What follows belongs to an exercise in optimizing a design on an open flow for small area, a short achievable clock period and few clock cycles; a production flow would make more cautious choices. Only simulation tests tie the RTL to the original design; equivalence was not proved.

Design screlu_output_dot_product_core, start of the top module:
module screlu_output_dot_product_core #(
    parameter int QA_LIMIT    = scrod_pkg::QA_LIMIT_DEF,
    parameter int QB_SCALE    = scrod_pkg::QB_SCALE_DEF,
    parameter int OUT_SCALE   = scrod_pkg::OUT_SCALE_DEF,
    parameter int NUM_BUCKETS = scrod_pkg::NUM_BUCKETS_DEF
) (
    input  logic                                clk,
    input  logic                                rst_n,
    input  logic                                push,
    output logic                                full,
    input  logic signed [scrod_pkg::ACT_W-1:0]  activation,
    input  logic signed [scrod_pkg::WGT_W-1:0]  weight,
    input  logic [scrod_pkg::BKT_W-1:0]         bucket,
    input  logic                                last,
    output logic                                empty,
    input  logic                                pop,
    output logic signed [scrod_pkg::EVAL_W-1:0] eval,
    input  logic                                cfg_we,
    input  logic [scrod_pkg::CFG_IDX_W-1:0]     cfg_index,
    input  logic [scrod_pkg::CFG_DAT_W-1:0]     cfg_data
);
Settings: LEC_CHECK=0, ABC_AREA=1, CAP_MARGIN=20, CORE_MARGIN=2, CORE_UTILIZATION=40, CTS_CLUSTER_DIAMETER=100, CTS_CLUSTER_SIZE=30, SETUP_SLACK_MARGIN=5.0, SLEW_MARGIN=20; clock period 8.5 ns.
standard.sh (not shown) runs the stock make flow with config.mk's settings and CLKGATE_MAP_FILE= SYNTH_SCRIPT=/design/flow/synth_recipe.tcl, a recipe that flattens the netlist after the stock synthesis.
==> flow/flow/run.sh <==
#!/bin/bash
# Layout flow: the standard flow (standard synthesis, floorplan, placement, CTS,
# routing, finish) run whole through standard.sh, with two changes to how the layout
# is made: the port buffers are sky130_fd_sc_hd__buf_2 cells instead of the flow's
# default choice (every port still gets its buffer), and timing repair aims for a
# setup slack margin of SETUP_MARGIN ns. The clock period and constraints are the standard flow's.
set -euo pipefail
SETUP_MARGIN=5.3
export BUFFER_PORTS_ARGS="-buffer_cell sky130_fd_sc_hd__buf_2"
bash standard.sh SETUP_SLACK_MARGIN=$SETUP_MARGIN finish > standard_flow.log 2>&1
Testbench counts at the start, summed over its fixed seeds: cycles 37,149.
Rerun with:
==> flow/run.sh (new file) <==
#!/bin/bash
# synth_recipe.tcl (not shown) runs the flow's synth.tcl, then flattens the netlist and writes it again
# the make line also repeats each setting of config.mk as NAME=value (left out here)
make -C /OpenROAD-flow-scripts/flow DESIGN_CONFIG=/design/flow/config.mk WORK_HOME=/design/flow/orfs CLKGATE_MAP_FILE= SYNTH_SCRIPT=/design/flow/synth_recipe.tcl finish
Settings changed: CTS_CLUSTER_DIAMETER 100 to default, CTS_CLUSTER_SIZE 30 to default, SETUP_SLACK_MARGIN 5.0 to 4.9.
removed: flow/flow/run.sh
removed: flow/standard.sh
=>
- wire length falls by 2.0%
- synthesized cell count is unchanged
- final cell count is about the same
- worst setup slack is worse by 0.27 ns
- clock skew decreases by 0.015 ns
- die area stays the same
- via count drops by 0.48%
- utilization came out higher by 0.75 points

* * *

Starting RTL as in the previous note.
clock: 8.5 ns
lec_check: 0
abc_area: 1
cap_margin: 20
core_margin: 2
core_utilization: 40
setup_slack_margin: 5.0
slew_margin: 20
==> flow/flow/run.sh <==
#!/bin/bash
# Layout flow: the standard flow (standard synthesis, floorplan, placement, CTS,
# routing, finish) unchanged, except that the port buffers are sky130_fd_sc_hd__buf_2
# cells instead of the flow's default choice. Every port still gets its buffer.
set -euo pipefail
export BUFFER_PORTS_ARGS="-buffer_cell sky130_fd_sc_hd__buf_2"
bash standard.sh finish > standard_flow.log 2>&1
Testbench counts at the start, summed over its fixed seeds: cycles 37,149.
Then changed:
==> flow/run.sh (new file) <==
#!/bin/bash
# synth_recipe.tcl (not shown) runs the flow's synth.tcl, then flattens the netlist and writes it again
# the make line also repeats each setting of config.mk as NAME=value (left out here)
make -C /OpenROAD-flow-scripts/flow DESIGN_CONFIG=/design/flow/config.mk WORK_HOME=/design/flow/orfs CLKGATE_MAP_FILE= SYNTH_SCRIPT=/design/flow/synth_recipe.tcl finish
removed: flow/flow/run.sh
removed: flow/standard.sh
Effect: The new run passed the timing, design-rule and antenna checks; wire length goes up by 1.0%; worst setup slack got worse by 0.12 ns; non-clock buffer count goes up by 7; core utilization goes up by 0.82 points; via count goes up by 0.51%; die area stays the same; cell count is about the same; clock skew goes up by 0.016 ns.

* * *

Setup of zinc:
Another version of the RTL of screlu_output_dot_product_core (not shown whole).
For scale: about 3,600 cells after synthesis, roughly 100 I/O pins, ~37,000 µm² of cells after synthesis.
==> flow/config.mk <==
export PLATFORM = sky130hd
export DESIGN_NAME = screlu_output_dot_product_core
export DESIGN_NICKNAME = screlu_output_dot_product_core
export VERILOG_FILES = /design/flow/design.v
export SDC_FILE = /design/flow/constraint.sdc
export NUM_CORES = 4
export LEC_CHECK = 0
export ABC_AREA = 1
export CAP_MARGIN = 20
export CORE_MARGIN = 2
export CORE_UTILIZATION = 40
export CTS_CLUSTER_DIAMETER = 100
export CTS_CLUSTER_SIZE = 30
export SETUP_SLACK_MARGIN = 5.0
export SLEW_MARGIN = 20
==> flow/constraint.sdc <==
create_clock -name core_clock -period 8.5 [get_ports {clk}]
set_input_delay 1.7000 -clock core_clock [delete_from_list [all_inputs] [get_ports {clk}]]
set_output_delay 1.7000 -clock core_clock [all_outputs]
set_load 0.01 [all_outputs]
==> flow/flow/run.sh <==
#!/bin/bash
# Layout flow: the standard flow (standard synthesis, floorplan, placement, CTS,
# routing, finish) run whole through standard.sh, with two changes to how the layout
# is made: the port buffers are sky130_fd_sc_hd__buf_2 cells instead of the flow's
# default choice (every port still gets its buffer), and timing repair aims for a
# setup slack margin of SETUP_MARGIN ns. The clock period and constraints are the standard flow's.
set -euo pipefail
SETUP_MARGIN=5.3
export BUFFER_PORTS_ARGS="-buffer_cell sky130_fd_sc_hd__buf_2"
bash standard.sh SETUP_SLACK_MARGIN=$SETUP_MARGIN finish > standard_flow.log 2>&1
Testbench counts of zinc, summed over its fixed seeds: cycles 37,459.
--- input diff zinc..raven ---
Settings: changing CTS_CLUSTER_DIAMETER from 100 to 90; changing CTS_CLUSTER_SIZE from 30 to 25.
--- a/flow/flow/run.sh
+++ b/flow/flow/run.sh
@@ -8 +8 @@
-SETUP_MARGIN=5.3
+SETUP_MARGIN=5.2
### Flow results
Changes observed in raven relative to zinc: latest clock arrival within the worst-skew pair now smaller, final worst clock skew now smaller, detailed-route wire length now larger.
There was hardly any difference in number of nets in the finished design between raven and zinc.
Between zinc and raven, the synthesis-to-finish area growth figures differ only marginally.
Result for raven and zinc: all clean
Input changes introduced in ember (baseline for comparison: raven):
Settings: ABC_AREA: 1 -> 0.
--- a/flow/flow/run.sh
+++ b/flow/flow/run.sh
@@ -8 +8 @@
-SETUP_MARGIN=5.2
+SETUP_MARGIN=5.3
Notes after the runs:
Simple-gate portion of the synthesized area was higher in raven than in ember. For starting utilization of the core area, ember and raven come out practically identical. For raven, the end of the critical path was c_gk_reg[4], unlike ember, where it was o0_reg[24]. Critical-path cell with the highest stage delay: sky130_fd_sc_hd__clkinvlp_4 -> raven, sky130_fd_sc_hd__edfxtp_1 -> ember. ember vs raven: clock buffer count from CTS up by a few percent.

==> separate check: timing with driven ports <==
Ports are ideal in the flow. The routed layouts listed here were re-timed in OpenROAD. Step 1 sets driving cells, clkbuf_16 on the clock port and buf_2 on the other inputs (assumed; they add their load-dependent delay and slew). Step 2 times the ports against the registers' clock, not the clock port: input delays grow and output delays shrink by t, the midpoint of the rising clock arrivals with the driver on. Slacks: ideal ports / drivers / drivers and shift; pairs: ideal ports / drivers.
| run | t, ns | setup slack, ns | worst setup path at the end | latest minus earliest clock arrival (ns) |
|---|---|---|---|---|
| the first run of note 1 | 0.700 | 5.283 / 5.283 / 4.819 | input to register | 0.061 / 0.061 |
| the second run of note 1 | 0.701 | 5.014 / 5.054 / 4.353 | input to register | 0.039 / 0.038 |
| the first run of note 2 | 0.696 | 5.224 / 5.228 / 4.574 | input to register | 0.037 / 0.037 |
| the second run of note 2 | 0.711 | 5.108 / 5.041 / 4.440 | input to register | 0.055 / 0.055 |
| zinc | 0.709 | 5.214 / 5.258 / 4.550 | input to register | 0.065 / 0.065 |
| raven | 0.665 | 5.265 / 5.305 / 4.640 | input to register | 0.060 / 0.060 |
| ember | 0.663 | 4.661 / 4.661 / 4.661 | register to register | 0.048 / 0.048 |
After both steps every run listed still meets setup and hold. For the second run of note 2, which loses most, drivers alone change the setup slack by -0.067 ns; drivers and shift together by -0.668 ns.
